From an optimization exercise on the open Yosys and OpenROAD flow, aimed at small area, a short achievable clock period and few clock cycles; shortcuts taken in it are not production practice. The RTL was checked by simulation tests, not by an equivalence proof against the original design. No activity file was given, so power comes from the tool's default toggle rates.

--- flow/constraint.sdc ---
create_clock -name core_clock -period 9.0 [get_ports {clk}]
set_input_delay 1.8000 -clock core_clock [delete_from_list [all_inputs] [get_ports {clk}]]
set_output_delay 1.8000 -clock core_clock [all_outputs]
set_load 0.01 [all_outputs]
--- flow/config.mk ---
export PLATFORM = sky130hd
export DESIGN_NAME = nn_layer_core
export DESIGN_NICKNAME = nn_layer_core
export VERILOG_FILES = /design/flow/design.v
export SDC_FILE = /design/flow/constraint.sdc
export NUM_CORES = 4
export LEC_CHECK = 0
export CAP_MARGIN = 20
export CORE_MARGIN = 2
export CORE_UTILIZATION = 35
export PLACE_DENSITY = 0.55
export SLEW_MARGIN = 20
--- flow/design.v ---
package nn_layer_pkg;
  localparam int NUM_NEURONS  = 4;
  localparam int MAX_INPUTS   = 16;
  localparam int INPUT_CNT_W  = 5;
  localparam int WEIGHT_IDX_W = $clog2(MAX_INPUTS);
  localparam int NEURON_SEL_W = $clog2(NUM_NEURONS);
  localparam int DATA_W    = 16;
  localparam int ACC_W     = 40;
  localparam int FRAC_BITS = 8;
  localparam int ADDR_W    = 32;
  typedef struct packed {
    logic [ADDR_W-1:0]      base_addr;
    logic [INPUT_CNT_W-1:0] num_inputs;
    logic                   last_layer;
  } layer_cfg_t;
  typedef enum logic [1:0] {
    CORE_IDLE,
    CORE_LOADING,
    CORE_ACTIVE
  } core_state_t;
  typedef enum logic [1:0] {
    N_ACCUM,
    N_FINISH,
    N_HOLD
  } neuron_state_t;
  localparam int BUS_W = 32;
  typedef struct packed {
    logic [DATA_W-1:0] data;
    logic              last;
  } in_beat_t;
  typedef struct packed {
    logic              valid;
    logic [ADDR_W-1:0] addr;
  } rd_addr_t;
  typedef struct packed {
    logic             valid;
    logic [BUS_W-1:0] data;
  } rd_data_t;
  typedef struct packed {
    logic                    valid;
    logic [NEURON_SEL_W-1:0] sel;
    logic [INPUT_CNT_W-1:0]  idx;
    logic [DATA_W-1:0]       weight;
  } weight_wr_t;
endpackage
`timescale 1ns/1ps
module weight_loader
(
  input  logic       clk,
  input  logic       rst,
  input  logic       start,
  input  nn_layer_pkg::layer_cfg_t cfg,
  output nn_layer_pkg::rd_addr_t   rd_addr,
  input  logic       ar_ready,
  input  nn_layer_pkg::rd_data_t   rd_data,
  output logic       rd_ready,
  output nn_layer_pkg::weight_wr_t weight_wr,
  output logic       done
);
  logic                    req_valid;
  logic                    rsp_wait;
  logic [nn_layer_pkg::NEURON_SEL_W-1:0] neuron_idx;
  logic [nn_layer_pkg::INPUT_CNT_W-1:0]  input_idx;
  logic [nn_layer_pkg::ADDR_W-1:0]       word_offset;
  logic                    ar_fire;
  logic                    rsp_fire;
  logic                    last_input;
  logic                    last_neuron;
  assign ar_fire     = rd_addr.valid && ar_ready;
  assign rsp_fire    = rd_data.valid && rd_ready;
  assign last_input  = (input_idx == cfg.num_inputs - nn_layer_pkg::INPUT_CNT_W'(1));
  assign last_neuron = (neuron_idx == nn_layer_pkg::NEURON_SEL_W'(nn_layer_pkg::NUM_NEURONS - 1));
  assign word_offset = nn_layer_pkg::ADDR_W'(neuron_idx) * nn_layer_pkg::ADDR_W'(cfg.num_inputs) + nn_layer_pkg::ADDR_W'(input_idx);
  assign rd_addr.valid = req_valid;
  assign rd_addr.addr  = cfg.base_addr + (word_offset << 2);
  assign rd_ready      = rsp_wait;
  always_ff @(posedge clk) begin
    if (rst) begin
      req_valid  <= 1'b0;
      rsp_wait   <= 1'b0;
      done       <= 1'b0;
      neuron_idx <= '0;
      input_idx  <= '0;
    end else begin
      done <= 1'b0;
      if (start) begin
        req_valid  <= 1'b1;
        neuron_idx <= '0;
        input_idx  <= '0;
      end
      if (ar_fire) begin
        req_valid <= 1'b0;
        rsp_wait  <= 1'b1;
      end
      if (rsp_fire) begin
        rsp_wait <= 1'b0;
        if (last_input) begin
          input_idx <= '0;
          if (last_neuron) begin
            done <= 1'b1;
          end else begin
            neuron_idx <= neuron_idx + nn_layer_pkg::NEURON_SEL_W'(1);
            req_valid  <= 1'b1;
          end
        end else begin
          input_idx <= input_idx + nn_layer_pkg::INPUT_CNT_W'(1);
          req_valid <= 1'b1;
        end
      end
    end
  end
  always_ff @(posedge clk) begin
    if (rst) begin
      weight_wr.valid <= 1'b0;
    end else begin
      weight_wr.valid <= rsp_fire;
    end
    if (rsp_fire) begin
      weight_wr.sel    <= neuron_idx;
      weight_wr.idx    <= input_idx;
      weight_wr.weight <= rd_data.data[nn_layer_pkg::DATA_W-1:0];
    end
  end
endmodule
`timescale 1ns/1ps
module neuron
#(
  parameter int NEURON_ID = 0
) (
  input  logic                   clk,
  input  logic                   rst,
  input  nn_layer_pkg::weight_wr_t             weight_wr,
  input  logic [nn_layer_pkg::INPUT_CNT_W-1:0] num_inputs,
  input  logic                   last_layer,
  input  nn_layer_pkg::in_beat_t               rx_beat,
  input  logic                   rx_fire,
  output logic                   ready,
  output logic [nn_layer_pkg::DATA_W-1:0]      result,
  output logic                   result_valid,
  input  logic                   take
);
  nn_layer_pkg::neuron_state_t state;
  logic signed [nn_layer_pkg::DATA_W-1:0]   weights [nn_layer_pkg::MAX_INPUTS];
  logic [nn_layer_pkg::INPUT_CNT_W-1:0]     in_idx;
  logic signed [nn_layer_pkg::ACC_W-1:0]    acc;
  logic signed [nn_layer_pkg::DATA_W-1:0]   sample;
  logic signed [nn_layer_pkg::DATA_W-1:0]   weight_sel;
  logic signed [2*nn_layer_pkg::DATA_W-1:0] product;
  logic signed [nn_layer_pkg::ACC_W-1:0]    scaled;
  logic signed [nn_layer_pkg::DATA_W-1:0]   sat_val;
  logic signed [nn_layer_pkg::DATA_W-1:0]   sat_q;
  logic                       release_res;
  always_ff @(posedge clk) begin
    if (weight_wr.valid && weight_wr.sel == nn_layer_pkg::NEURON_SEL_W'(NEURON_ID)) begin
      weights[weight_wr.idx[nn_layer_pkg::WEIGHT_IDX_W-1:0]] <= weight_wr.weight;
    end
  end
  assign sample     = rx_beat.data;
  assign weight_sel = weights[in_idx[nn_layer_pkg::WEIGHT_IDX_W-1:0]];
  assign product    = sample * weight_sel;
  assign scaled = acc >>> nn_layer_pkg::FRAC_BITS;
  always_comb begin
    if (&scaled[nn_layer_pkg::ACC_W-1:nn_layer_pkg::DATA_W-1] || ~|scaled[nn_layer_pkg::ACC_W-1:nn_layer_pkg::DATA_W-1]) begin
      sat_val = scaled[nn_layer_pkg::DATA_W-1:0];
    end else if (scaled[nn_layer_pkg::ACC_W-1]) begin
      sat_val = {1'b1, {(nn_layer_pkg::DATA_W-1){1'b0}}};
    end else begin
      sat_val = {1'b0, {(nn_layer_pkg::DATA_W-1){1'b1}}};
    end
  end
  assign ready = (state == nn_layer_pkg::N_ACCUM);
  assign release_res = (state == nn_layer_pkg::N_HOLD) && (!result_valid || take);
  always_ff @(posedge clk) begin
    if (rst) begin
      state        <= nn_layer_pkg::N_ACCUM;
      in_idx       <= '0;
      acc          <= '0;
      result_valid <= 1'b0;
    end else begin
      if (take) begin
        result_valid <= 1'b0;
      end
      case (state)
        nn_layer_pkg::N_ACCUM: begin
          if (rx_fire) begin
            acc    <= acc + nn_layer_pkg::ACC_W'(product);
            in_idx <= in_idx + nn_layer_pkg::INPUT_CNT_W'(1);
            if (rx_beat.last) begin
              state <= nn_layer_pkg::N_FINISH;
            end
          end
        end
        nn_layer_pkg::N_FINISH: begin
          acc    <= '0;
          in_idx <= '0;
          state  <= nn_layer_pkg::N_HOLD;
        end
        nn_layer_pkg::N_HOLD: begin
          if (release_res) begin
            result_valid <= 1'b1;
            state        <= nn_layer_pkg::N_ACCUM;
          end
        end
        default: state <= nn_layer_pkg::N_ACCUM;
      endcase
    end
  end
  always_ff @(posedge clk) begin
    if (state == nn_layer_pkg::N_FINISH) begin
      sat_q <= sat_val;
    end
    if (release_res) begin
      result <= (!last_layer && sat_q[nn_layer_pkg::DATA_W-1]) ? '0 : sat_q;
    end
  end
endmodule
`timescale 1ns/1ps
module output_serializer
(
  input  logic                              clk,
  input  logic                              rst,
  input  logic [nn_layer_pkg::NUM_NEURONS-1:0][nn_layer_pkg::DATA_W-1:0] results,
  input  logic                              all_valid,
  output logic                              take,
  output logic [nn_layer_pkg::DATA_W-1:0]                 tx_data,
  output logic                              tx_valid,
  output logic                              tx_last,
  input  logic                              tx_ready
);
  logic [nn_layer_pkg::NUM_NEURONS-1:0][nn_layer_pkg::DATA_W-1:0] shreg;
  logic [nn_layer_pkg::NEURON_SEL_W-1:0]            word_cnt;
  logic                               tx_fire;
  assign tx_fire = tx_valid && tx_ready;
  assign tx_last = tx_valid && (word_cnt == nn_layer_pkg::NEURON_SEL_W'(nn_layer_pkg::NUM_NEURONS - 1));
  assign take = all_valid && (!tx_valid || (tx_last && tx_ready));
  assign tx_data = shreg[0];
  always_ff @(posedge clk) begin
    if (rst) begin
      tx_valid <= 1'b0;
      word_cnt <= '0;
    end else if (take) begin
      tx_valid <= 1'b1;
      word_cnt <= '0;
    end else if (tx_fire) begin
      word_cnt <= word_cnt + nn_layer_pkg::NEURON_SEL_W'(1);
      if (tx_last) begin
        tx_valid <= 1'b0;
      end
    end
  end
  always_ff @(posedge clk) begin
    if (take) begin
      shreg <= results;
    end else if (tx_fire) begin
      shreg <= shreg >> nn_layer_pkg::DATA_W;
    end
  end
endmodule
`timescale 1ns/1ps
module nn_layer_core
(
  input  logic                   clk,
  input  logic                   rst,
  input  logic                   load,
  input  logic [nn_layer_pkg::ADDR_W-1:0]      cfg_base_addr,
  input  logic [nn_layer_pkg::INPUT_CNT_W-1:0] cfg_num_inputs,
  input  logic                   cfg_last_layer,
  output logic                   cfg_ready,
  output logic                   load_done,
  input  logic [nn_layer_pkg::DATA_W-1:0]      rx_data,
  input  logic                   rx_last,
  input  logic                   rx_valid,
  output logic                   rx_ready,
  output logic [nn_layer_pkg::DATA_W-1:0]      tx_data,
  output logic                   tx_valid,
  output logic                   tx_last,
  input  logic                   tx_ready,
  output logic                   rd_addr_valid,
  output logic [nn_layer_pkg::ADDR_W-1:0]      rd_addr,
  input  logic                   ar_ready,
  input  logic                   rd_data_valid,
  input  logic [nn_layer_pkg::BUS_W-1:0]       rd_data,
  output logic                   rd_ready
);
  nn_layer_pkg::layer_cfg_t cfg;
  nn_layer_pkg::in_beat_t   rx_beat;
  nn_layer_pkg::rd_addr_t   rd_addr_s;
  nn_layer_pkg::rd_data_t   rd_data_s;
  assign cfg.base_addr  = cfg_base_addr;
  assign cfg.num_inputs = cfg_num_inputs;
  assign cfg.last_layer = cfg_last_layer;
  assign rx_beat.data   = rx_data;
  assign rx_beat.last   = rx_last;
  assign rd_addr_valid  = rd_addr_s.valid;
  assign rd_addr        = rd_addr_s.addr;
  assign rd_data_s.valid = rd_data_valid;
  assign rd_data_s.data  = rd_data;
  nn_layer_pkg::core_state_t state;
  nn_layer_pkg::layer_cfg_t  cfg_q;
  logic                               load_fire;
  logic                               start_load;
  logic                               rx_fire;
  logic                               take;
  logic                               all_valid;
  nn_layer_pkg::weight_wr_t                         weight_wr;
  logic [nn_layer_pkg::NUM_NEURONS-1:0]             neuron_ready;
  logic [nn_layer_pkg::NUM_NEURONS-1:0]             neuron_valid;
  logic [nn_layer_pkg::NUM_NEURONS-1:0][nn_layer_pkg::DATA_W-1:0] neuron_result;
  assign cfg_ready = (state != nn_layer_pkg::CORE_LOADING);
  assign load_fire = load && cfg_ready;
  always_ff @(posedge clk) begin
    if (rst) begin
      state      <= nn_layer_pkg::CORE_IDLE;
      start_load <= 1'b0;
      cfg_q      <= '0;
    end else begin
      start_load <= load_fire;
      if (load_fire) begin
        cfg_q <= cfg;
      end
      case (state)
        nn_layer_pkg::CORE_IDLE: begin
          if (load_fire) begin
            state <= nn_layer_pkg::CORE_LOADING;
          end
        end
        nn_layer_pkg::CORE_LOADING: begin
          if (load_done) begin
            state <= nn_layer_pkg::CORE_ACTIVE;
          end
        end
        nn_layer_pkg::CORE_ACTIVE: begin
          if (load_fire) begin
            state <= nn_layer_pkg::CORE_LOADING;
          end
        end
        default: state <= nn_layer_pkg::CORE_IDLE;
      endcase
    end
  end
  assign rx_ready  = (state == nn_layer_pkg::CORE_ACTIVE) && (&neuron_ready);
  assign rx_fire   = rx_valid && rx_ready;
  assign all_valid = &neuron_valid;
  weight_loader u_loader (
    .clk       (clk),
    .rst       (rst),
    .start     (start_load),
    .cfg       (cfg_q),
    .rd_addr   (rd_addr_s),
    .ar_ready  (ar_ready),
    .rd_data   (rd_data_s),
    .rd_ready  (rd_ready),
    .weight_wr (weight_wr),
    .done      (load_done)
  );
  for (genvar n = 0; n < nn_layer_pkg::NUM_NEURONS; n++) begin : g_neuron
    neuron #(
      .NEURON_ID (n)
    ) u_neuron (
      .clk          (clk),
      .rst          (rst),
      .weight_wr    (weight_wr),
      .num_inputs   (cfg_q.num_inputs),
      .last_layer   (cfg_q.last_layer),
      .rx_beat      (rx_beat),
      .rx_fire      (rx_fire),
      .ready        (neuron_ready[n]),
      .result       (neuron_result[n]),
      .result_valid (neuron_valid[n]),
      .take         (take)
    );
  end
  output_serializer u_serializer (
    .clk       (clk),
    .rst       (rst),
    .results   (neuron_result),
    .all_valid (all_valid),
    .take      (take),
    .tx_data   (tx_data),
    .tx_valid  (tx_valid),
    .tx_last   (tx_last),
    .tx_ready  (tx_ready)
  );
endmodule
--- flow/run.sh ---
#!/bin/bash
# synth_recipe.tcl (not shown) runs the flow's synth.tcl, then flattens the netlist and writes it again
# the make line also repeats each setting of config.mk as NAME=value (left out here)
make -C /OpenROAD-flow-scripts/flow DESIGN_CONFIG=/design/flow/config.mk WORK_HOME=/design/flow/orfs CLKGATE_MAP_FILE= SYNTH_SCRIPT=/design/flow/synth_recipe.tcl finish
==> reports/qor.txt <==
Die Height - 555.5 um
RSZ-0062 raised after global routing - no
Clock latency (worst-skew pair) - 0.84 ns
EDFF count, synth - 1238
Postcts setup bufs - 0
Ports - 149
Post-synthesis adder-cell area fraction - 30.58%
Initial DRC Count - 4324
Setup crit end kind - flop
TNS Setup - 0 ns
Area of the multi-input gates - 0.05633 mm2
Comb pwr share - 54.7%
Fin nets - 10781
Cell with the most instances after synthesis - inv_1
Area grow syn2layout - 11.75%
TritonCTS clock tree - yes
Worst EP required - 9.69 ns
Worst Hold Path EP - cfg_q[6]
PD cells - 267.7 mW/mm2
Synth top cells by count - inv_1 (1670), fa_1 (1323), edfxtp_1 (1238)
Synth top area cells - edfxtp_1 (35%), fa_1 (25%), mux4_2 (6.7%)
Ys flop type - edfxtp_1
Largest family of logic cells by synthesized area - adder cells
Worst ir drop on vdd - 0.0002338 V
Arrival time worst endpoint - 9.19 ns
Post-layout min period - 8.501 ns
Cell area after synthesis - 0.1064 mm2
Hold path start - cfg_q[6]
Final hold vios - 0
Hold Crit Depth - 2
Synth Area in Compound Gates - 4.168%
Final WS setup - 0.4986 ns
Via count - 63896
Status - complete, no violations
Fmax - 117.6 MHz
Clock Skews - 0.07373 ns
CP startpoint kind - flop
CTS HTree Levels - 4
First-pass GRT wire length - 420600 um
Initial Util - 35.15%
DRC errors left - 0
Routed wire length - 270800 um
Synth area leader - edfxtp_1
Top-area cell type share of the netlist area - 34.93%
Mux cell area share after synthesis - 6.834%
Fillcell total - 28667
WL/cell - 20.83 um
Internal power - 19000 uW
Die ar. - 0.3085 mm2
Avg Vias per Cell - 4.915
Sequential area share after synthesis - 39.80%
Sequential share of power - 23.4%
DRT Pass-1 Iters - 9
Relative slew slack - 30.46%
Largest net degree at the start of global routing - 67
Worst slew pin tran - 1.039 ns
CTS Buf Count - 171
Mapped Cells - 8708
Static leakage - 0.04933 uW
IO Port Bufs - 132
Global route total overflow - 0
Min-delay worst type - flop to flop
Avg Inst Size Synth - 12.22 um2
Switching Power - 12840 uW
Vias in the first global route - 68945
Net switching fraction of the power - 40.32%
R2R setup slack - 0.50 ns
Fin crit share - 94.46%
Dpl ws - 0.1888 ns
Share of cells above drive strength 1 - 9.826%
Design area - 0.1189 mm2
Routability Congestion - 0.8659
Number of synthesized register bits - 1497
Max Cap Violations - 0
Post-Synth XOR/XNOR Area - 1.695%
Crit path max fanout - 29
Detailed placement HPWL - 200700 um
Total Routing Usage GR - 17.74%
Core area - 0.3028 mm2
Total Power - 31840 uW
Die Width - 555.5 um
Antenna Nets Post-Route - 0
Max-slew violations - 0
Simple logic cell fraction of the synthesized area - 9.584%
Hold_buf cts - 0
Row cnt - 202
Sequential Area - 0.04238 mm2
Clock buffer depth - 4
Area after DPL - 0.1134 mm2
FF-to-FF End - g_neuron[3].u_neuron.acc[39]
Clk sinks - 1497
Initial antenna violation count - 15
Clock root cell - clkbuf_16
Syn Nets - 10610
Yosys cell types - 79
CP Class - flop to flop
Setup violators final - 0
Clock share of power - 21.9%
Worst-case reg-to-reg path depth - 26
Post-synth ARST share - 0%
Reg clk slew, reported paths - 0.07 ns
Cts repair resizes - 0
Synth warn - 7
==> kinds of logic (layout without fill, tap and decap cells) <==
family	after synthesis	after routing
compound gates	729	729
xor+xnor	206	206
fa+ha+maj	1808	1808
buf+inv	2050	2359
flops	1497	1497
mux	331	331
other cells	0	5
simple gates	2087	2087
==> layout by cell type, fill, tap and decap left out, types with 20 or more instances in the layout <==
master | Yosys | routed
nand3_1 | 126 | 126
nor2_1 | 250 | 250
xor2_1 | 85 | 85
clkdlybuf4s50_1 | 0 | 115
buf_12 | 0 | 27
clkbuf_16 | 0 | 173
a21oi_1 | 285 | 284
nor4_1 | 22 | 22
o21a_1 | 20 | 20
a31oi_1 | 24 | 24
ha_1 | 485 | 485
inv_1 | 1670 | 1670
and2_1 | 654 | 652
nand2_1 | 840 | 838
nand4_1 | 33 | 33
fa_1 | 1323 | 1323
nor3_1 | 31 | 31
clkinv_1 | 0 | 22
mux4_2 | 316 | 316
dfxtp_1 | 259 | 251
xnor2_1 | 121 | 121
edfxtp_1 | 1238 | 1238
a22oi_1 | 24 | 24
nand2b_1 | 42 | 39
o21bai_1 | 29 | 29
o21ai_0 | 160 | 159
clkbuf_1 | 287 | 45
a21o_1 | 85 | 85
clkinv_2 | 0 | 22
buf_4 | 19 | 219
==> power by group through the flow <==
| stage | Clock [uW] | Sequential, uW | Combinational, uW |
|---|---|---|---|
| after floorplan | 0 | 7590 | 13500 |
| after global placement | 0 | 7590 | 17200 |
| after detailed placement | 0 | 7590 | 17400 |
| after CTS | 7170 | 7440 | 17500 |
| after global routing | 7410 | 7440 | 19800 |
| final | 6980 | 7440 | 17400 |
==> critical path, stage by stage, from the launching register on <==
cell	delay, ns
dfxtp_4	0.56
buf_12	0.30
mux4_2	0.62
mux4_2	0.74
nand2_1	0.21
fa_1	0.48
fa_1	0.75
inv_1	0.11
fa_1	0.51
inv_1	0.05
fa_1	0.50
inv_1	0.05
fa_1	0.47
inv_1	0.05
fa_1	0.50
inv_1	0.05
ha_1	0.33
a21o_1	0.19
a31o_2	0.21
a21oi_1	0.22
o21ai_0	0.15
a21oi_1	0.26
a31oi_1	0.17
or4_1	0.43
a31oi_2	0.19
xnor2_1	0.14
o21ai_1	0.07
==> per-layer routing <==
metal | up-vias | global-route usage, % | part of all wire [%]
li1 | 28646 | - | -
met1 | 33405 | 24.91 | 46
met5 | - | 0 | 0
met4 | 0 | 4.401 | 2.6
met2 | 1475 | 29.34 | 48
met3 | 370 | 1.935 | 4.3
==> sequential cells by signal, summed over array words and instances (netlist names), 2 cells and up, named ones only <==
register and cells:
g_neuron.u_neuron.weights 1024, cfg_q 38, u_loader.weight_wr 23, g_neuron.u_neuron.sat_q 64, g_neuron.u_neuron.in_idx 16, u_loader.neuron_idx 2, g_neuron.u_neuron.result 64, u_serializer.word_cnt 2
state 2, g_neuron.u_neuron.state 8, u_serializer.shreg 64, g_neuron.u_neuron.result_valid 4, u_loader.input_idx 5, g_neuron.u_neuron.acc 160
==> final cells by class <==
class	count	share of cell area (%)
Inverter	1670	5.270
Sequential cell	1497	35.63
Clock inverter	86	0.8026
Multi-Input combinational cell	5161	47.36
Antenna cell	5	0.01052
Timing Repair Buffer	378	2.883
Tap cell	3978	4.185
Clock buffer	225	3.863
==> worst max-delay path by stage <==
stage	depth (start not counted)	endpoint	start	slack, ns
6_report	26	g_neuron[3].u_neuron.acc[39]	flop	0.50
4_1_cts	26	g_neuron[3].u_neuron.acc[39]	flop	0.43
5_1_grt	26	g_neuron[3].u_neuron.acc[39]	flop	0.08
2_1_floorplan	26	g_neuron[3].u_neuron.acc[39]	rx_data[15]	0.50
3_3_place_gp	24	g_neuron[3].u_neuron.acc[36]	rx_data[8]	0.24
3_5_place_dp	24	g_neuron[3].u_neuron.acc[39]	rx_data[8]	0.19
==> stage by stage <==
step | cells | hold WS [ns] | util, %
floorplan | 8708 | 0.4250 | -
global placement | 12684 | 0.4415 | 37.45
detailed placement | 12684 | 0.4441 | 37.45
CTS | 12995 | 0.4569 | 39.28
global route | 12995 | 0.4754 | 39.28
finish | 13000 | 0.4557 | 39.28
Testbench counts, summed over its fixed seeds: cycles 7,774.

-- what the ideal ports hide --
The flow's constraints put no driver on any port. The routed layout listed below was extracted and timed again, unchanged, in two steps.
Step 1 sets driving cells, clkbuf_16 on the clock port and buf_2 on the other inputs (assumed; they add their load-dependent delay and slew).
Step 2 moves the port delays by t, midway between the first and last clock arrival at a register: inputs arrive t later, outputs are due t later. That takes back most of the time a late clock gives input paths.
Three values: ideal ports, drivers, drivers and shift; two values: the first two.
t (ns): 0.908
setup WS [ns]: 0.499 / 0.499 / 0.105
worst setup path at the end: input to register
After both steps this run still meets setup and hold. For this run, drivers alone change the setup slack by 0.000 ns; drivers and shift together by -0.394 ns.
